Background: an optimization exercise with open tools, aiming at small area and a short achievable clock period. Do not read the settings as production practice.
In this exercise RTL edits were held to simulation tests only and were not proved equivalent to the original.
Power and IR drop assume default switching activity.

==> design.v <==
module pyrm_decode_sb #(
   parameter int XLEN = 64,
   parameter int NREG = 32,
   parameter int NWB  = 2,
   localparam int RA  = $clog2(NREG)
) (
   input  logic              clk,
   input  logic              reset_pyri,
   input  logic [31:0]       inst_pyri,
   input  logic [XLEN-1:0]   pc_pyri,
   input  logic              inst_valid_pyri,
   output logic              inst_retry_pyro,
   input  logic [NWB-1:0]    wb_valid_pyri,
   input  logic [NWB*RA-1:0] wb_addr_pyri,
   input  logic [NWB*XLEN-1:0] wb_data_pyri,
   output logic [31:0]       inst_pyro,
   output logic [XLEN-1:0]   pc_pyro,
   output logic [XLEN-1:0]   src1_pyro,
   output logic [XLEN-1:0]   src2_pyro,
   output logic              illegal_pyro,
   output logic              dec_valid_pyro,
   input  logic              dec_retry_pyri,
   output logic [RA:0]       busy_cnt_pyro
);
   localparam int CW = RA + 1;
   localparam int NT = (NREG - 1) + 2;
   logic [XLEN-1:0] rf [NREG];
   logic [XLEN-1:0] rf_nxt [NREG];
   logic [NREG-1:0] rvld;
   logic [NREG-1:0] sb, sb_eff, wb_clr, sb_set;
   logic [NREG-1:0] hit0, hit1, wsel1, wsel0, whold;
   logic [RA-1:0]   rd, rs1, rs2, a0, a1;
   logic [XLEN-1:0] d0, d1, imm1, imm2;
   logic            v0, v1;
   logic            use1, use2, wrd, imm_i, imm_u, sys, ill;
   logic            hazard, free, accept;
   logic [NT-1:0]   s1t, s2t;
   logic [CW-1:0]   cnt;
   logic            clr0, clr1;
   assign rd  = inst_pyri[7 +: RA];
   assign rs1 = inst_pyri[15 +: RA];
   assign rs2 = inst_pyri[20 +: RA];
   assign v0 = wb_valid_pyri[0];
   assign v1 = wb_valid_pyri[1];
   assign a0 = wb_addr_pyri[0 +: RA];
   assign a1 = wb_addr_pyri[RA +: RA];
   assign d0 = wb_data_pyri[0 +: XLEN];
   assign d1 = wb_data_pyri[XLEN +: XLEN];
   always_comb begin
      use1 = 1'b0;
      use2 = 1'b0;
      wrd = 1'b0;
      imm_i = 1'b0;
      imm_u = 1'b0;
      sys = 1'b0;
      ill = 1'b0;
      case (inst_pyri[6:0])
         7'b0110011, 7'b0111011: begin use1 = 1'b1; use2 = 1'b1; wrd = 1'b1; end
         7'b1100011, 7'b0100011: begin use1 = 1'b1; use2 = 1'b1; end
         7'b0010011, 7'b0011011, 7'b0000011: begin use1 = 1'b1; imm_i = 1'b1; wrd = 1'b1; end
         7'b1100111: begin use1 = 1'b1; wrd = 1'b1; end
         7'b1101111: wrd = 1'b1;
         7'b0110111, 7'b0010111: begin imm_u = 1'b1; wrd = 1'b1; end
         7'b1110011: sys = 1'b1;
         default: ill = 1'b1;
      endcase
   end
   assign imm1 = {{(XLEN-20){inst_pyri[31]}}, inst_pyri[31:12]};
   assign imm2 = {{(XLEN-12){inst_pyri[31]}}, inst_pyri[31:20]};
   always_comb begin
      hit0 = '0;
      hit1 = '0;
      for (int i = 1; i < NREG; i++) begin
         hit0[i] = v0 && a0 == RA'(i);
         hit1[i] = v1 && a1 == RA'(i);
      end
      wb_clr = hit0 | hit1;
      wsel1 = hit1;
      wsel0 = hit0 & ~hit1;
      whold = ~wb_clr;
   end
   assign sb_eff = sb & ~wb_clr;
   for (genvar i = 1; i < NREG; i++) begin : g_rf
      for (genvar b = 0; b < XLEN; b++) begin : g_b
         pyrm_ao222 u_w (.a1(wsel1[i]), .a2(d1[b]), .b1(wsel0[i]), .b2(d0[b]),
                         .c1(whold[i]), .c2(rf[i][b]), .y(rf_nxt[i][b]));
      end
      always_ff @(posedge clk) rf[i] <= rf_nxt[i];
   end
   assign rf[0] = '0;
   assign rf_nxt[0] = '0;
   always_ff @(posedge clk or negedge reset_pyri) begin
      if (!reset_pyri) rvld <= '0;
      else rvld <= rvld | wb_clr;
   end
   assign sb_set = (accept && wrd && rd != '0) ? (NREG'(1) << rd) : '0;
   logic [NT-1:0] p1t, p2t;
   logic          nacc;
   always_comb begin
      p1t = '0;
      p2t = '0;
      for (int i = 1; i < NREG; i++) begin
         p1t[i-1] = use1 && (rvld[i] || wb_clr[i]) && rs1 == RA'(i);
         p2t[i-1] = use2 && (rvld[i] || wb_clr[i]) && rs2 == RA'(i);
      end
      p1t[NREG-1] = imm_u;
      p2t[NREG-1] = imm_i;
   end
   for (genvar i = 0; i < NT - 1; i++) begin : g_sel
      pyrm_and2 u_s1 (.a(p1t[i]), .b(accept), .y(s1t[i]));
      pyrm_and2 u_s2 (.a(p2t[i]), .b(accept), .y(s2t[i]));
   end
   pyrm_inv u_nacc (.a(accept), .y(nacc));
   assign s1t[NT-1] = nacc;
   assign s2t[NT-1] = nacc;
   logic [XLEN-1:0] src1_d, src2_d;
   for (genvar b = 0; b < XLEN; b++) begin : g_op
      logic [NT-1:0] x1, x2;
      for (genvar i = 1; i < NREG; i++) begin : g_x
         assign x1[i-1] = rf_nxt[i][b];
         assign x2[i-1] = rf_nxt[i][b];
      end
      assign x1[NREG-1] = imm1[b];
      assign x1[NREG]   = src1_pyro[b];
      assign x2[NREG-1] = imm2[b];
      assign x2[NREG]   = src2_pyro[b];
      pyrm_andor #(.N(NT)) u_s1 (.s(s1t), .x(x1), .y(src1_d[b]));
      pyrm_andor #(.N(NT)) u_s2 (.s(s2t), .x(x2), .y(src2_d[b]));
   end
   assign free = !dec_valid_pyro || !dec_retry_pyri;
   logic [7:0] lo_r1, lo_r2, lo_rd, lo_a0, lo_a1;
   logic [3:0] hi_r1, hi_r2, hi_rd, hi_a0, hi_a1;
   logic [1:0] h1n, h2n, hdn;
   logic       nstall, nvalid, hza, hzb, hzc;
   logic [NREG-1:0] u_eff;
   logic [7:0] any_q;
   logic [1:0] any_r;
   pyrm_predec #(.QV(0)) u_pd_r1 (.a(rs1), .v(1'b1), .lo(lo_r1), .hi(hi_r1));
   pyrm_predec #(.QV(0)) u_pd_r2 (.a(rs2), .v(1'b1), .lo(lo_r2), .hi(hi_r2));
   pyrm_predec #(.QV(0)) u_pd_rd (.a(rd), .v(1'b1), .lo(lo_rd), .hi(hi_rd));
   pyrm_predec #(.QV(1)) u_pd_a0 (.a(a0), .v(v0), .lo(lo_a0), .hi(hi_a0));
   pyrm_predec #(.QV(1)) u_pd_a1 (.a(a1), .v(v1), .lo(lo_a1), .hi(hi_a1));
   logic [1:0] nm01, nm11, nm02, nm12, nm0d, nm1d;
   pyrm_nmatch u_m01 (.a(a0), .f(rs1), .v(v0), .y(nm01));
   pyrm_nmatch u_m11 (.a(a1), .f(rs1), .v(v1), .y(nm11));
   pyrm_nmatch u_m02 (.a(a0), .f(rs2), .v(v0), .y(nm02));
   pyrm_nmatch u_m12 (.a(a1), .f(rs2), .v(v1), .y(nm12));
   pyrm_nmatch u_m0d (.a(a0), .f(rd), .v(v0), .y(nm0d));
   pyrm_nmatch u_m1d (.a(a1), .f(rd), .v(v1), .y(nm1d));
   logic hz_use1, hz_use2, hz_wrd, hz_sys;
   pyrm_hzdec u_hzdec (.op(inst_pyri[6:0]), .use1(hz_use1), .use2(hz_use2), .wrd(hz_wrd), .sys(hz_sys));
   pyrm_bpick u_pk_r1 (.lo(lo_r1), .hi(hi_r1), .x(sb), .u(hz_use1), .n0(nm01), .n1(nm11), .yn(h1n));
   pyrm_bpick u_pk_r2 (.lo(lo_r2), .hi(hi_r2), .x(sb), .u(hz_use2), .n0(nm02), .n1(nm12), .yn(h2n));
   pyrm_bpick u_pk_rd (.lo(lo_rd), .hi(hi_rd), .x(sb), .u(hz_wrd), .n0(nm0d), .n1(nm1d), .yn(hdn));
   assign u_eff[0] = 1'b1;
   for (genvar i = 1; i < NREG; i++) begin : g_eff
      logic n0, n1;
      pyrm_nand2 u_n0 (.a(lo_a0[i % 8]), .b(hi_a0[i / 8]), .y(n0));
      pyrm_nand2 u_n1 (.a(lo_a1[i % 8]), .b(hi_a1[i / 8]), .y(n1));
      pyrm_nand3 u_e (.a(sb[i]), .b(n0), .c(n1), .y(u_eff[i]));
   end
   for (genvar k = 0; k < 8; k++) begin : g_anyq
      if (k == 0) begin : g_3
         pyrm_nand3 u (.a(u_eff[1]), .b(u_eff[2]), .c(u_eff[3]), .y(any_q[k]));
      end else begin : g_4
         pyrm_nand4 u (.a(u_eff[4*k]), .b(u_eff[4*k+1]), .c(u_eff[4*k+2]), .d(u_eff[4*k+3]), .y(any_q[k]));
      end
   end
   pyrm_o41ai u_anyr0 (.a1(any_q[0]), .a2(any_q[1]), .a3(any_q[2]), .a4(any_q[3]), .b1(hz_sys), .y(any_r[0]));
   pyrm_o41ai u_anyr1 (.a1(any_q[4]), .a2(any_q[5]), .a3(any_q[6]), .a4(any_q[7]), .b1(hz_sys), .y(any_r[1]));
   pyrm_nand2 u_stall (.a(dec_valid_pyro), .b(dec_retry_pyri), .y(nstall));
   pyrm_inv u_nvalid (.a(inst_valid_pyri), .y(nvalid));
   pyrm_nand3 u_hza (.a(h1n[0]), .b(h1n[1]), .c(h2n[0]), .y(hza));
   pyrm_nand3 u_hzb (.a(h2n[1]), .b(hdn[0]), .c(hdn[1]), .y(hzb));
   pyrm_nand3 u_hzc (.a(any_r[0]), .b(any_r[1]), .c(nstall), .y(hzc));
   pyrm_o31a u_retry (.a1(hza), .a2(hzb), .a3(hzc), .b1(inst_valid_pyri), .y(inst_retry_pyro));
   pyrm_nor4 u_accept (.a(hza), .b(hzb), .c(hzc), .d(nvalid), .y(accept));
   assign hazard = !(&h1n && &h2n && &hdn && &any_r);
   always_ff @(posedge clk or negedge reset_pyri) begin
      if (!reset_pyri) sb <= '0;
      else sb <= (sb & ~wb_clr) | sb_set;
   end
   assign clr1 = v1 && sb[a1];
   assign clr0 = v0 && sb[a0] && !(v1 && a1 == a0);
   always_ff @(posedge clk or negedge reset_pyri) begin
      if (!reset_pyri) cnt <= '0;
      else cnt <= cnt - CW'(clr0) - CW'(clr1) + CW'(|sb_set);
   end
   assign busy_cnt_pyro = cnt;
   always_ff @(posedge clk or negedge reset_pyri) begin
      if (!reset_pyri) begin
         src1_pyro <= '0;
         src2_pyro <= '0;
      end else begin
         src1_pyro <= src1_d;
         src2_pyro <= src2_d;
      end
   end
   logic [31:0]     inst_d;
   logic [XLEN-1:0] pc_d;
   for (genvar b = 0; b < 32; b++) begin : g_inst
      pyrm_ao22 u (.a1(accept), .a2(inst_pyri[b]), .b1(!accept), .b2(inst_pyro[b]), .y(inst_d[b]));
   end
   for (genvar b = 0; b < XLEN; b++) begin : g_pc
      pyrm_ao22 u (.a1(accept), .a2(pc_pyri[b]), .b1(!accept), .b2(pc_pyro[b]), .y(pc_d[b]));
   end
   always_ff @(posedge clk or negedge reset_pyri) begin
      if (!reset_pyri) begin
         inst_pyro <= '0;
         pc_pyro <= '0;
      end else begin
         inst_pyro <= inst_d;
         pc_pyro <= pc_d;
      end
   end
   always_ff @(posedge clk or negedge reset_pyri) begin
      if (!reset_pyri) begin
         dec_valid_pyro <= 1'b0;
         illegal_pyro <= 1'b0;
      end else if (accept) begin
         dec_valid_pyro <= 1'b1;
         illegal_pyro <= ill;
      end else if (free) begin
         dec_valid_pyro <= 1'b0;
      end
   end
endmodule
module pyrm_ao222 (
   input  logic a1, a2, b1, b2, c1, c2,
   output logic y
);
   assign y = (a1 & a2) | (b1 & b2) | (c1 & c2);
endmodule
module pyrm_ao22 (
   input  logic a1, a2, b1, b2,
   output logic y
);
   assign y = (a1 & a2) | (b1 & b2);
endmodule
module pyrm_aoi222 (
   input  logic a1, a2, b1, b2, c1, c2,
   output logic y
);
   assign y = ~((a1 & a2) | (b1 & b2) | (c1 & c2));
endmodule
module pyrm_aoi22 (
   input  logic a1, a2, b1, b2,
   output logic y
);
   assign y = ~((a1 & a2) | (b1 & b2));
endmodule
module pyrm_nand4 (
   input  logic a, b, c, d,
   output logic y
);
   assign y = ~(a & b & c & d);
endmodule
module pyrm_andor #(
   parameter int N = 35
) (
   input  logic [N-1:0] s,
   input  logic [N-1:0] x,
   output logic         y
);
   localparam int NG = (N + 2) / 3;
   localparam int NQ = (NG + 3) / 4;
   logic [4*NQ-1:0] gn;
   logic [NQ-1:0]   q;
   for (genvar g = 0; g < NG; g++) begin : g_g
      if (3 * g + 2 < N) begin : g_3
         pyrm_aoi222 u (.a1(s[3*g]), .a2(x[3*g]), .b1(s[3*g+1]), .b2(x[3*g+1]),
                        .c1(s[3*g+2]), .c2(x[3*g+2]), .y(gn[g]));
      end else if (3 * g + 1 < N) begin : g_2
         pyrm_aoi22 u (.a1(s[3*g]), .a2(x[3*g]), .b1(s[3*g+1]), .b2(x[3*g+1]), .y(gn[g]));
      end else begin : g_1
         assign gn[g] = ~(s[3*g] & x[3*g]);
      end
   end
   for (genvar g = NG; g < 4 * NQ; g++) begin : g_pad
      assign gn[g] = 1'b1;
   end
   for (genvar k = 0; k < NQ; k++) begin : g_q
      if (4 * k + 3 < NG) begin : g_4
         pyrm_nand4 u (.a(gn[4*k]), .b(gn[4*k+1]), .c(gn[4*k+2]), .d(gn[4*k+3]), .y(q[k]));
      end else begin : g_s
         assign q[k] = ~(&gn[4*k +: 4]);
      end
   end
   assign y = |q;
endmodule
module pyrm_predec #(
   parameter bit QV = 1'b1
) (
   input  logic [4:0] a,
   input  logic       v,
   output logic [7:0] lo,
   output logic [3:0] hi
);
   logic [4:0] na;
   for (genvar k = 0; k < 5; k++) begin : g_n
      pyrm_inv u (.a(a[k]), .y(na[k]));
   end
   for (genvar l = 0; l < 8; l++) begin : g_lo
      pyrm_nor3 u (.a(l[0] ? na[0] : a[0]), .b(l[1] ? na[1] : a[1]), .c(l[2] ? na[2] : a[2]), .y(lo[l]));
   end
   if (QV) begin : g_v
      logic nv;
      pyrm_inv u_nv (.a(v), .y(nv));
      for (genvar h = 0; h < 4; h++) begin : g_hi
         pyrm_nor3 u (.a(h[0] ? na[3] : a[3]), .b(h[1] ? na[4] : a[4]), .c(nv), .y(hi[h]));
      end
   end else begin : g_nv
      for (genvar h = 0; h < 4; h++) begin : g_hi
         pyrm_nor2 u (.a(h[0] ? na[3] : a[3]), .b(h[1] ? na[4] : a[4]), .y(hi[h]));
      end
   end
endmodule
module pyrm_bpick (
   input  logic [7:0]  lo,
   input  logic [3:0]  hi,
   input  logic [31:0] x,
   input  logic        u,
   input  logic [1:0]  n0, n1,
   output logic [1:0]  yn
);
   logic [15:0] p;
   logic [3:0]  g, hu, hq;
   for (genvar h = 0; h < 4; h++) begin : g_h
      for (genvar j = 0; j < 4; j++) begin : g_j
         if (h == 0 && j == 0) begin : g_0
            pyrm_nand2 u (.a(lo[1]), .b(x[1]), .y(p[0]));
         end else begin : g_2
            pyrm_aoi22 u (.a1(lo[2*j]), .a2(x[8*h+2*j]), .b1(lo[2*j+1]), .b2(x[8*h+2*j+1]), .y(p[4*h+j]));
         end
      end
      pyrm_nand4 u_g (.a(p[4*h]), .b(p[4*h+1]), .c(p[4*h+2]), .d(p[4*h+3]), .y(g[h]));
      pyrm_and2 u_u (.a(hi[h]), .b(u), .y(hu[h]));
      pyrm_o221a u_q (.a1(n0[0]), .a2(n0[1]), .b1(n1[0]), .b2(n1[1]), .c1(hu[h]), .y(hq[h]));
   end
   pyrm_aoi22 u_r0 (.a1(hq[0]), .a2(g[0]), .b1(hq[1]), .b2(g[1]), .y(yn[0]));
   pyrm_aoi22 u_r1 (.a1(hq[2]), .a2(g[2]), .b1(hq[3]), .b2(g[3]), .y(yn[1]));
endmodule
module pyrm_hzdec (
   input  logic [6:0] op,
   output logic       use1, use2, wrd, sys
);
   logic nb2, nb3, nb5, c, g, e, h, m, f;
   logic p1, p2, p3, q1, q2, q3, w2, w3, w4, s1, s2;
   pyrm_inv u_nb2 (.a(op[2]), .y(nb2));
   pyrm_inv u_nb3 (.a(op[3]), .y(nb3));
   pyrm_inv u_nb5 (.a(op[5]), .y(nb5));
   pyrm_and2 u_c (.a(op[1]), .b(op[0]), .y(c));
   pyrm_nor2 u_g (.a(op[6]), .b(op[2]), .y(g));
   pyrm_nor2 u_e (.a(op[4]), .b(op[3]), .y(e));
   pyrm_nor2 u_h (.a(op[6]), .b(op[3]), .y(h));
   pyrm_nor2 u_m (.a(op[3]), .b(op[2]), .y(m));
   pyrm_andn u_f (.a(op[2]), .b(op[4]), .y(f));
   pyrm_nand3 u_p1 (.a(c), .b(g), .c(op[4]), .y(p1));
   pyrm_nand3 u_p2 (.a(c), .b(g), .c(nb3), .y(p2));
   pyrm_nand4 u_p3 (.a(c), .b(op[6]), .c(op[5]), .d(e), .y(p3));
   pyrm_nand3 u_use1 (.a(p1), .b(p2), .c(p3), .y(use1));
   pyrm_nand4 u_q1 (.a(c), .b(g), .c(op[5]), .d(op[4]), .y(q1));
   pyrm_nand4 u_q2 (.a(c), .b(g), .c(op[5]), .d(nb3), .y(q2));
   pyrm_nand4 u_q3 (.a(c), .b(nb2), .c(op[5]), .d(e), .y(q3));
   pyrm_nand3 u_use2 (.a(q1), .b(q2), .c(q3), .y(use2));
   pyrm_nand4 u_w2 (.a(c), .b(g), .c(nb5), .d(nb3), .y(w2));
   pyrm_nand4 u_w3 (.a(c), .b(h), .c(op[2]), .d(op[4]), .y(w3));
   pyrm_nand4 u_w4 (.a(c), .b(op[6]), .c(op[5]), .d(f), .y(w4));
   pyrm_nand4 u_wrd (.a(p1), .b(w2), .c(w3), .d(w4), .y(wrd));
   pyrm_nand3 u_s1 (.a(c), .b(op[6]), .c(op[5]), .y(s1));
   pyrm_nand2 u_s2 (.a(op[4]), .b(m), .y(s2));
   pyrm_nor2 u_sys (.a(s1), .b(s2), .y(sys));
endmodule
module pyrm_andn (input logic a, b, output logic y);
   assign y = a & ~b;
endmodule
module pyrm_nmatch (
   input  logic [4:0] a,
   input  logic [4:0] f,
   input  logic       v,
   output logic [1:0] y
);
   logic [4:0] x;
   for (genvar k = 0; k < 5; k++) begin : g_x
      pyrm_xnor2 u (.a(a[k]), .b(f[k]), .y(x[k]));
   end
   pyrm_nand3 u_p (.a(x[0]), .b(x[1]), .c(x[2]), .y(y[0]));
   pyrm_nand3 u_q (.a(x[3]), .b(x[4]), .c(v), .y(y[1]));
endmodule
module pyrm_inv (input logic a, output logic y);
   assign y = ~a;
endmodule
module pyrm_and2 (input logic a, b, output logic y);
   assign y = a & b;
endmodule
module pyrm_o221a (input logic a1, a2, b1, b2, c1, output logic y);
   assign y = (a1 | a2) & (b1 | b2) & c1;
endmodule
module pyrm_o31a (input logic a1, a2, a3, b1, output logic y);
   assign y = (a1 | a2 | a3) & b1;
endmodule
module pyrm_o41ai (input logic a1, a2, a3, a4, b1, output logic y);
   assign y = ~((a1 | a2 | a3 | a4) & b1);
endmodule
module pyrm_nand2 (input logic a, b, output logic y);
   assign y = ~(a & b);
endmodule
module pyrm_nor2 (input logic a, b, output logic y);
   assign y = ~(a | b);
endmodule
module pyrm_nand3 (input logic a, b, c, output logic y);
   assign y = ~(a & b & c);
endmodule
module pyrm_nor3 (input logic a, b, c, output logic y);
   assign y = ~(a | b | c);
endmodule
module pyrm_nor4 (input logic a, b, c, d, output logic y);
   assign y = ~(a | b | c | d);
endmodule
module pyrm_xnor2 (input logic a, b, output logic y);
   assign y = ~(a ^ b);
endmodule
==> flow/run.sh <==
#!/bin/bash
# Own layout flow: the standard layout (standard.sh, unchanged synthesis and steps) with
# a few placement/CTS/routing options set through the ORFS variables they read:
#  - port buffers use the plain buf_1 cell (the default pick is a 10 um2 delay cell);
#  - clock tree buffers are clkbuf_8 and CTS inserts no dummy loads;
#  - global routing holds back more capacity on met1-met3 (flow/fastroute.tcl), which eases
#    detailed routing of the register file's pin-dense cells.
# Every tool's output goes to the ORFS logs under orfs/logs; make's own output to standard.log.
set -euo pipefail
here=$(cd "$(dirname "$0")" && pwd)
export BUFFER_PORTS_ARGS="-buffer_cell sky130_fd_sc_hd__buf_1"
export CTS_ARGS="-sink_clustering_enable -repair_clock_nets -dont_use_dummy_load -buf_list sky130_fd_sc_hd__clkbuf_8"
export FASTROUTE_TCL="$here/fastroute.tcl"
bash standard.sh > standard.log 2>&1
==> flow/fastroute.tcl <==
# Global routing layer setup: as the platform's fastroute.tcl, but with more capacity held back
# on the lower layers so that global routing spreads wires onto met3/met4 and leaves met1/met2
# room for pin access.
set_global_routing_layer_adjustment $::env(MIN_ROUTING_LAYER)-$::env(MAX_ROUTING_LAYER) 0.2
set_global_routing_layer_adjustment met1 0.6
set_global_routing_layer_adjustment met2 0.45
set_global_routing_layer_adjustment met3 0.3

set_routing_layers -clock $::env(MIN_CLK_ROUTING_LAYER)-$::env(MAX_ROUTING_LAYER)
set_routing_layers -signal $::env(MIN_ROUTING_LAYER)-$::env(MAX_ROUTING_LAYER)
==> standard.sh <==
#!/bin/bash
# synth_recipe.tcl (not shown) runs the flow's synth.tcl, then flattens the netlist and writes it again
# the make line also repeats each setting of config.mk as NAME=value (left out here)
make -C /OpenROAD-flow-scripts/flow DESIGN_CONFIG=/design/flow/config.mk WORK_HOME=/design/flow/orfs CLKGATE_MAP_FILE= SYNTH_SCRIPT=/design/flow/synth_recipe.tcl "${@:-finish}"
==> config.mk <==
export PLATFORM = sky130hd
export DESIGN_NAME = pyrm_decode_sb
export DESIGN_NICKNAME = pyrm_decode_sb
export VERILOG_FILES = /design/flow/design.v
export SDC_FILE = /design/flow/constraint.sdc
export NUM_CORES = 4
export LEC_CHECK = 0
export CAP_MARGIN = 20
export CELL_PAD_IN_SITES_DETAIL_PLACEMENT = 1
export CELL_PAD_IN_SITES_GLOBAL_PLACEMENT = 2
export CORE_MARGIN = 2
export CORE_UTILIZATION = 30
export PLACE_DENSITY = 0.45
export SETUP_SLACK_MARGIN = 2.8
export SLEW_MARGIN = 20
export SYNTH_HIERARCHICAL = 1
==> constraint.sdc <==
create_clock -name core_clock -period 8.0 [get_ports {clk}]
set_input_delay 1.6000 -clock core_clock [delete_from_list [all_inputs] [get_ports {clk}]]
set_output_delay 1.6000 -clock core_clock [all_outputs]
set_load 0.01 [all_outputs]
==> results by group, run 1 <==
Status
  • Status: complete, no violations

Logic synthesis
  • Mapped Cells: a little over 9k
  • Post-synth net total: ~9.5k
  • Mapped Avg Cell Area: around 11 µm²
  • Yosys warnings: 13
  • Post-Synthesis Cell Area: approximately 99000 µm²

GRT
  • GR Util met3: 54.4%
  • GR peak layer: met2
  • Largest net degree at the start of global routing: 99
  • Overflow after GRT: 0
  • First-pass GRT wire length: just over 1000000 µm
  • Met2 GRT Util: 73.4%
  • Total GRT Usage: about three fifths
  • Vias in the first global route: 130k
  • Initial antenna violation count: about 120
  • Met1 Use GR: 71.2%

Setup path
  • CP Capture Type: flop
  • Cells along the critical path: buf_6 -> buf_12 -> buf_6 -> buf_4 -> or2_1 -> nor2_4 -> nor3_1 -> nor3_2 -> and2_2 -> a222oi_1 -> nand4_1 -> nor2_1 -> nand4_1
  • Crit Path Category: input pin to flop
  • Required time of the worst setup path: just over 9 ns
  • R2R Setup Slk: roughly 3.3 ns
  • Worst Path Arrival: approximately 6.5 ns
  • Worst R2R End: src1_pyro[55]
  • Largest stage delay, worst path: approximately 1.2 ns
  • CP max stage cell: and2_2
  • Crit start category: input pin
  • Worst-case reg-to-reg path depth: 12
  • Crit-path max FO: 22
  • Worst reg2reg path startpoint: sb[6]

Timing
  • Slew Limit Fails: 0
  • Fin. Hold Viols: 0
  • Final period util: 67.4%
  • Worst Hold Slack: 0.377 ns
  • Slew @ Worst Pin: approximately 1.3 ns
  • RSZ-0062 raised after global routing: true
  • Total negative slack: 0 ns
  • Skew final: approximately 0.087 ns
  • Relative slew margins: ~16%
  • Fmax: approximately 190 MHz
  • Fin crit period: between 5 and 6 ns
  • # setup viols final: 0

Clock tree
  • Cts bufs inserted: 436
  • Clock Latency Late Sink: between 1 and 1.5 ns
  • H-tree Lvls: 5
  • Clk sink count: between 2k and 2.5k
  • Clock-pin slew on the worst setup and hold paths: 0.05 ns
  • Root Buffer: clkbuf_8
  • CTS max path bufs: 4
  • TritonCTS clock tree: built
  • Hold_buf cts: 0

Placement
  • Final GP Congestion: around 1.0
  • HPWL Detailed: between 400000 and 500000 µm
  • DP Area: 112000 µm²
  • Port-buffer cells: between 400 and 500

Worst hold path
  • HP Class: input pin to asynchronous set/reset pin

Power and ir drop
  • P per Cell Area: approximately 260 nW/µm²
  • Leak: roughly 53 nW
  • Worst vdd ir: 144 µV

Floorplan
  • I/O Pins: around 470
  • Die span in y: about 580 µm
  • Die area: between 300000 and 400000 µm²
  • Core Box Area: between 300000 and 400000 µm²
  • Site Rows: 210
  • Die outline width: around 580 µm
  • Initial core utilization: between 30 and 40%

Run
  • Max_cap viols: 0

Routing
  • DR iter-0 viols: about 17k
  • Average wire per standard cell: 48.9 µm
  • Drt drc: 0
  • DR vias/cell: approximately 7.6
  • Routed WL: ~740000 µm
  • Routed vias: approximately 120k
  • Drt pass-1 iters: 11
  • Antenna viol nets, final: 0

Layout
  • Layout Nets: between 10k and 15k
  • Area delta synth->final: 21.4%
  • Design area: between 100000 and 150000 µm²
  • Flip-flop and latch area: 47100 µm²
  • Layout fillers: between 30k and 40k
  • Layout cell share with drive strength beyond 1: between 10% and 20%
  • Area of the multi-input gates: around 44000 µm²
## registers in the layout, indices dropped and copies added (netlist names)
name / cells
rvld: 31
cnt: 6
src1_pyro: 64
pc_pyro: 64
rf: 1984
illegal_pyro: 1
inst_pyro: 32
sb: 32
dec_valid_pyro: 1
src2_pyro: 64
## cell type report
| type | count | share of cell area, % |
|---|---|---|
| Antenna cell | 128 | 0.267 |
| Clock buffer | 436 | 5.01 |
| Inverter | 2065 | 6.49 |
| Multi-Input combinational cell | 4803 | 37.1 |
| Sequential cell | 2279 | 39.3 |
| Tap cell | 4346 | 4.54 |
| Timing Repair Buffer | 1127 | 7.32 |
## per-stage QoR
stage,utilization [%],setup slack [ns],instances,power (mW)
final,36.6,2.61,15184,30.8
after global routing,36.6,2.50,15128,32.3
after CTS,36.4,2.61,15027,30.8
after detailed placement,34.3,1.14,14547,21.0
after global placement,34.3,1.16,14542,20.6
after floorplan,-,-1.79,9237,18.8
## cell usage in the layout, fill, tap and decap left out, types with 7 or more instances in the layout
| cell type | count |
|---|---|
| a32o_1 | 31 |
| dfrtp_1 | 295 |
| clkbuf_2 | 13 |
| xnor2_1 | 38 |
| and2_2 | 7 |
| buf_6 | 15 |
| mux2i_1 | 7 |
| and2_1 | 14 |
| dfxtp_1 | 1984 |
| nor2_4 | 56 |
| nand4_1 | 414 |
| a22oi_2 | 51 |
| nor2b_1 | 7 |
| buf_2 | 21 |
| clkbuf_8 | 437 |
| nor4_1 | 10 |
| nand3_2 | 11 |
| diode_2 | 128 |
| or2_2 | 7 |
| a222oi_1 | 3392 |
| buf_1 | 431 |
| inv_1 | 2056 |
| nor3_1 | 75 |
| and2_4 | 67 |
| o221a_1 | 12 |
| a22o_1 | 96 |
| nand2_1 | 76 |
| nand3_1 | 46 |
| buf_12 | 147 |
| mux4_2 | 15 |
| nor2_1 | 182 |
| buf_4 | 489 |
| nor3_4 | 28 |
| nor3_2 | 58 |
| nand2b_1 | 13 |
## timing repair
action / 4_1_cts / 5_1_grt
pin swaps: 20 / 33
setup buffers: 40 / 17
setup endpoints to repair: 130 / 50
hold endpoints to repair: 0 / 0
resized for setup: 104 / 48
cloned: 4 / 9
## worst max path at each step
stage / start / depth (start not counted) / slack [ns] / endpoint
finish: wb_addr_pyri[5] / 13 / 2.61 / src1_pyro[1]
global route: wb_valid_pyri[1] / 12 / 2.50 / inst_retry_pyro
CTS: wb_valid_pyri[0] / 13 / 2.61 / inst_retry_pyro
detailed placement: wb_addr_pyri[9] / 16 / 1.14 / src1_pyro[46]
global placement: wb_addr_pyri[9] / 16 / 1.16 / src2_pyro[46]
floorplan: wb_addr_pyri[9] / 11 / -1.79 / src1_pyro[0]
## per-layer routing
layer | routed length (µm) | part of all wire (%)
met4 | 80300 | 11
met5 | 7020 | 0.95
met2 | 276000 | 37
met1 | 229000 | 31
met3 | 150000 | 20
## power by group
part	internal (mW)	total, mW	switching, mW
Clock	4.74	9.79	5.05
Combinational	2.24	6.20	3.97
Sequential	14.0	14.8	0.774
Total	21.0	30.8	9.79
## critical path: cells and delay by family
kind | cells | cell delay (ns)
AO/OA/AOI/OAI | 1 | 0.26
buffers and inverters | 4 | 0.56
AND/OR/NAND/NOR | 8 | 4.05
==> run 2: changes to the inputs <==
--- a/design.v
+++ b/design.v
@@ -37,4 +37,7 @@
    logic [NT-1:0]   s1t, s2t;
    logic [CW-1:0]   cnt;
+   logic [RA-1:0]   bj, bk;
+   logic [NREG-1:0] sb_nxt;
+   logic            cnt_eq1, cnt_eq2, cnt_ge3;
    logic            clr0, clr1;
    assign rd  = inst_pyri[7 +: RA];
@@ -129,16 +132,11 @@
    end
    assign free = !dec_valid_pyro || !dec_retry_pyri;
-   logic [7:0] lo_r1, lo_r2, lo_rd, lo_a0, lo_a1;
-   logic [3:0] hi_r1, hi_r2, hi_rd, hi_a0, hi_a1;
+   logic [7:0] lo_r1, lo_r2, lo_rd;
+   logic [3:0] hi_r1, hi_r2, hi_rd;
    logic [1:0] h1n, h2n, hdn;
    logic       nstall, nvalid, hza, hzb, hzc;
-   logic [NREG-1:0] u_eff;
-   logic [7:0] any_q;
-   logic [1:0] any_r;
    pyrm_predec #(.QV(0)) u_pd_r1 (.a(rs1), .v(1'b1), .lo(lo_r1), .hi(hi_r1));
    pyrm_predec #(.QV(0)) u_pd_r2 (.a(rs2), .v(1'b1), .lo(lo_r2), .hi(hi_r2));
    pyrm_predec #(.QV(0)) u_pd_rd (.a(rd), .v(1'b1), .lo(lo_rd), .hi(hi_rd));
-   pyrm_predec #(.QV(1)) u_pd_a0 (.a(a0), .v(v0), .lo(lo_a0), .hi(hi_a0));
-   pyrm_predec #(.QV(1)) u_pd_a1 (.a(a1), .v(v1), .lo(lo_a1), .hi(hi_a1));
    logic [1:0] nm01, nm11, nm02, nm12, nm0d, nm1d;
    pyrm_nmatch u_m01 (.a(a0), .f(rs1), .v(v0), .y(nm01));
@@ -153,31 +151,27 @@
    pyrm_bpick u_pk_r2 (.lo(lo_r2), .hi(hi_r2), .x(sb), .u(hz_use2), .n0(nm02), .n1(nm12), .yn(h2n));
    pyrm_bpick u_pk_rd (.lo(lo_rd), .hi(hi_rd), .x(sb), .u(hz_wrd), .n0(nm0d), .n1(nm1d), .yn(hdn));
-   assign u_eff[0] = 1'b1;
-   for (genvar i = 1; i < NREG; i++) begin : g_eff
-      logic n0, n1;
-      pyrm_nand2 u_n0 (.a(lo_a0[i % 8]), .b(hi_a0[i / 8]), .y(n0));
-      pyrm_nand2 u_n1 (.a(lo_a1[i % 8]), .b(hi_a1[i / 8]), .y(n1));
-      pyrm_nand3 u_e (.a(sb[i]), .b(n0), .c(n1), .y(u_eff[i]));
-   end
-   for (genvar k = 0; k < 8; k++) begin : g_anyq
-      if (k == 0) begin : g_3
-         pyrm_nand3 u (.a(u_eff[1]), .b(u_eff[2]), .c(u_eff[3]), .y(any_q[k]));
-      end else begin : g_4
-         pyrm_nand4 u (.a(u_eff[4*k]), .b(u_eff[4*k+1]), .c(u_eff[4*k+2]), .d(u_eff[4*k+3]), .y(any_q[k]));
-      end
-   end
-   pyrm_o41ai u_anyr0 (.a1(any_q[0]), .a2(any_q[1]), .a3(any_q[2]), .a4(any_q[3]), .b1(hz_sys), .y(any_r[0]));
-   pyrm_o41ai u_anyr1 (.a1(any_q[4]), .a2(any_q[5]), .a3(any_q[6]), .a4(any_q[7]), .b1(hz_sys), .y(any_r[1]));
+   logic [1:0] nm0j, nm1j, nm0k, nm1k;
+   logic       ncj, nck, s_e12, s_eq2, s_ge3, sys_ok;
+   pyrm_nmatch u_m0j (.a(a0), .f(bj), .v(v0), .y(nm0j));
+   pyrm_nmatch u_m1j (.a(a1), .f(bj), .v(v1), .y(nm1j));
+   pyrm_nmatch u_m0k (.a(a0), .f(bk), .v(v0), .y(nm0k));
+   pyrm_nmatch u_m1k (.a(a1), .f(bk), .v(v1), .y(nm1k));
+   pyrm_o22a u_ncj (.a1(nm0j[0]), .a2(nm0j[1]), .b1(nm1j[0]), .b2(nm1j[1]), .y(ncj));
+   pyrm_o22a u_nck (.a1(nm0k[0]), .a2(nm0k[1]), .b1(nm1k[0]), .b2(nm1k[1]), .y(nck));
+   assign s_e12 = hz_sys && (cnt_eq1 || cnt_eq2);
+   assign s_eq2 = hz_sys && cnt_eq2;
+   assign s_ge3 = hz_sys && cnt_ge3;
+   pyrm_a221oi u_sysok (.a1(ncj), .a2(s_e12), .b1(nck), .b2(s_eq2), .c1(s_ge3), .y(sys_ok));
    pyrm_nand2 u_stall (.a(dec_valid_pyro), .b(dec_retry_pyri), .y(nstall));
    pyrm_inv u_nvalid (.a(inst_valid_pyri), .y(nvalid));
    pyrm_nand3 u_hza (.a(h1n[0]), .b(h1n[1]), .c(h2n[0]), .y(hza));
    pyrm_nand3 u_hzb (.a(h2n[1]), .b(hdn[0]), .c(hdn[1]), .y(hzb));
-   pyrm_nand3 u_hzc (.a(any_r[0]), .b(any_r[1]), .c(nstall), .y(hzc));
+   pyrm_nand2 u_hzc (.a(sys_ok), .b(nstall), .y(hzc));
    pyrm_o31a u_retry (.a1(hza), .a2(hzb), .a3(hzc), .b1(inst_valid_pyri), .y(inst_retry_pyro));
    pyrm_nor4 u_accept (.a(hza), .b(hzb), .c(hzc), .d(nvalid), .y(accept));
-   assign hazard = !(&h1n && &h2n && &hdn && &any_r);
+   assign hazard = !(&h1n && &h2n && &hdn && sys_ok);
    always_ff @(posedge clk or negedge reset_pyri) begin
       if (!reset_pyri) sb <= '0;
-      else sb <= (sb & ~wb_clr) | sb_set;
+      else sb <= sb_nxt;
    end
    assign clr1 = v1 && sb[a1];
@@ -188,4 +182,26 @@
    end
    assign busy_cnt_pyro = cnt;
+   logic [RA-1:0]   bj_nxt, bk_nxt;
+   assign sb_nxt = (sb & ~wb_clr) | sb_set;
+   always_comb begin
+      bj_nxt = '0;
+      bk_nxt = '0;
+      for (int i = NREG - 1; i >= 1; i--)
+         if (sb_nxt[i]) bj_nxt = RA'(i);
+      for (int i = 1; i < NREG; i++)
+         if (sb_nxt[i]) bk_nxt = RA'(i);
+   end
+   always_ff @(posedge clk or negedge reset_pyri) begin
+      if (!reset_pyri) begin
+         bj <= '0;
+         bk <= '0;
+      end else begin
+         bj <= bj_nxt;
+         bk <= bk_nxt;
+      end
+   end
+   assign cnt_eq1 = cnt == CW'(1);
+   assign cnt_eq2 = cnt == CW'(2);
+   assign cnt_ge3 = cnt >= CW'(3);
    always_ff @(posedge clk or negedge reset_pyri) begin
       if (!reset_pyri) begin
@@ -397,10 +413,13 @@
    assign y = (a1 | a2) & (b1 | b2) & c1;
 endmodule
+module pyrm_o22a (input logic a1, a2, b1, b2, output logic y);
+   assign y = (a1 | a2) & (b1 | b2);
+endmodule
+module pyrm_a221oi (input logic a1, a2, b1, b2, c1, output logic y);
+   assign y = ~((a1 & a2) | (b1 & b2) | c1);
+endmodule
 module pyrm_o31a (input logic a1, a2, a3, b1, output logic y);
    assign y = (a1 | a2 | a3) & b1;
 endmodule
-module pyrm_o41ai (input logic a1, a2, a3, a4, b1, output logic y);
-   assign y = ~((a1 | a2 | a3 | a4) & b1);
-endmodule
 module pyrm_nand2 (input logic a, b, output logic y);
    assign y = ~(a & b);
==> results by group, run 2 <==
GRT
  • Initial antenna violation count: 93
  • Total GRT Usage: around 62%
  • Vias in the first global route: between 100k and 150k
  • Overflow after GRT: 0
  • First-pass GRT wire length: about 1000000 µm
  • Largest net degree at the start of global routing: 83

Placement
  • DP Area: roughly 110000 µm²
  • Placed Cells: roughly 15k
  • Final GP Congestion: 0.995
  • HPWL Detailed: about 440000 µm
  • Port-buffer cells: ~470

Layout
  • Post-Layout Cell Count: around 15k
  • Layout Nets: between 10k and 15k
  • Flip-flop and latch area: around 47000 µm²
  • Design area: between 100000 and 150000 µm²
  • Layout fillers: ~36k
  • Layout cell share with drive strength beyond 1: 13.4%
  • Area delta synth->final: 21.3%
  • Area of the multi-input gates: approximately 45000 µm²
  • Core Util, Final: 36.5%
  • Commonest non-fill, non-tap cell in the layout: a222oi_1
  • Max reg flops: 1984
  • Largest register by flop count: rf
  • Most frequent cells in the layout: a222oi_1, inv_1, dfxtp_1

Power and ir drop
  • P per Cell Area: approximately 260 nW/µm²
  • Combinational share of power: roughly a fifth
  • Sw frac: between 30% and 40%
  • Clock share of power: 31.7%
  • Psw: approximately 9.9 mW
  • Leak: roughly 53 nW
  • Sequential share of power: between 40 and 50%
  • Cell-internal power: 21.2 mW
  • Worst vdd ir: 134 µV

Timing
  • RSZ-0062 raised after global routing: false
  • # setup viols final: 0
  • Slew @ Worst Pin: approximately 1.4 ns
  • Final period util: between 60% and 70%
  • Slew Limit Fails: 0
  • Skew final: between 0.09 and 0.1 ns
  • Fin. Hold Viols: 0
  • Fin crit period: roughly 5.2 ns
  • Worst Hold Slack: 0.436 ns
  • Fmax: between 150 and 200 MHz
  • Relative slew margins: between 7 and 8%

Clock tree
  • Clock Latency Late Sink: roughly 1.2 ns
  • Root Buffer: clkbuf_8
  • H-tree Lvls: 5
  • Clock-pin slew on the worst setup and hold paths: roughly 0.050 ns
  • Clk sink count: around 2.3k
  • TritonCTS clock tree: built
  • CTS max path bufs: 4
  • Hold_buf cts: 0
  • Cts bufs inserted: around 440

Routing
  • Routed vias: between 100k and 150k
  • Drt drc: 0
  • Antenna viol nets, final: 0
  • Average wire per standard cell: between 40 and 50 µm
  • Routed WL: ~750000 µm
  • DR vias/cell: around 7.6
  • Drt pass-1 iters: 13
  • DR iter-0 viols: around 17k

Setup path
  • CP Capture Type: flop
  • Crit-path max FO: 29
  • Worst Path Arrival: approximately 6.2 ns
  • Worst-case reg-to-reg path depth: 21
  • Crit start category: input pin
  • Crit Path Category: input pin to flop
  • Required time of the worst setup path: 8.99 ns

Floorplan
  • Initial core utilization: ~30%
  • Die area: 336000 µm²
  • Die outline width: between 500 and 600 µm
  • Die span in y: 580 µm
  • Core Box Area: around 330000 µm²
  • I/O Pins: approximately 470
  • Site Rows: ~210

Run
  • Max_cap viols: 0

Status
  • Status: complete, no violations

Logic synthesis
  • Mapped Avg Cell Area: 10.7 µm²
  • Mapped Cells: around 9.3k
  • Post-Synthesis Cell Area: just under 100000 µm²
  • Yosys warnings: 13
  • Post-synth net total: about 9.5k

Worst hold path
  • HP Class: input pin to asynchronous set/reset pin
run 2: worst max-delay path, cell delays in order:
cell	delay, ns
clkbuf_4	0.28
and4b_1	0.44
nand3_1	0.56
nor2b_4	0.69
nor2b_1	0.31
nor3_1	0.10
and2_4	0.42
buf_4	0.33
a222oi_1	0.75
nand4_1	0.30
nor2_1	0.25
nand4_1	0.11
run 2: repair_timing:
action                     4_1_cts  5_1_grt
setup buffers                    6       28
setup endpoints to repair       28       42
cloned                           0        2
gates resized for setup         73       61
pin swaps                        7       22
run 2: power groups by stage:
stage | clock [mW] | combinational (mW) | sequential (mW)
finish | 9.86 | 6.29 | 14.9
global route | 10.5 | 6.93 | 15.2
CTS | 9.99 | 6.13 | 14.9
detailed placement | 0 | 6.08 | 15.1
global placement | 0 | 5.80 | 15.0
floorplan | 0 | 4.09 | 14.9
run 2: final timing paths:
path | from | to | slack [ns]
max | wb_addr_pyri[1] | src1_pyro[54] | 2.79
min | reset_pyri | src1_pyro[31] | 0.44
max reg2reg | cnt[2] | cnt[5] | 3.27
min reg2reg | sb[0] | sb[0] | 0.45
max in group asynchronous | reset_pyri | src2_pyro[12] | 5.84
min in group core_clock | sb[0] | sb[0] | 0.45
run 2: routing by layer:
layer,track usage [%],vias up,share of wire (%)
met1,72.3,55816,31
met4,51.1,217,11
met2,74.2,10915,38
li1,-,44167,-
met3,54.5,4277,19
met5,22.2,-,1.1
run 2: metrics by stage:
| step | power, mW | setup WS, ns | TNS [ns] |
|---|---|---|---|
| after CTS | 31.0 | 2.73 | 0 |
| after global routing | 32.6 | 2.76 | 0 |
| after detailed placement | 21.2 | 1.19 | 0 |
| after floorplan | 19.0 | -2.93 | -421.44 |
| after global placement | 20.8 | 1.20 | 0 |
| final | 31.1 | 2.79 | 0 |
run 2: area by class of cell:
class,count,area share [%]
Antenna cell,133,0.276
Multi-Input combinational cell,4837,37.4
Clock buffer,438,5.00
Timing Repair Buffer,1091,7.11
Inverter,2065,6.47
Sequential cell,2289,39.3
Tap cell,4366,4.53

==> separate check: timing with driven ports <==
How much do the figures lean on ideal ports? The routed layouts below were timed once more, with nothing changed but the port constraints. Step 1: set_driving_cell puts a clkbuf_16 on clk and a buf_2 on each other input, an assumption about the parent block. Step 2 adds t to the input delays and takes it off the output delays; t is the mean of the earliest and latest rising clock arrival at the registers after step 1. Input paths then give back, and output paths get back, about the clock's delay inside the block. Three values: ideal ports, drivers, drivers and shift; two values: the first two.
run | t (ns) | setup WS [ns] | worst register clock-pin slew, ns | worst data-port slew with drivers (ns)
run 1 | 1.256 | 2.606 / 2.561 / 1.422 | 0.07 / 0.07 | 0.15
run 2 | 1.304 | 2.793 / 2.809 / 1.582 | 0.07 / 0.07 | 0.19
After both steps every run listed still meets setup and hold. The setup slack of run 2, which loses most, moves by +0.016 ns with the drivers and by -1.211 ns with both steps.
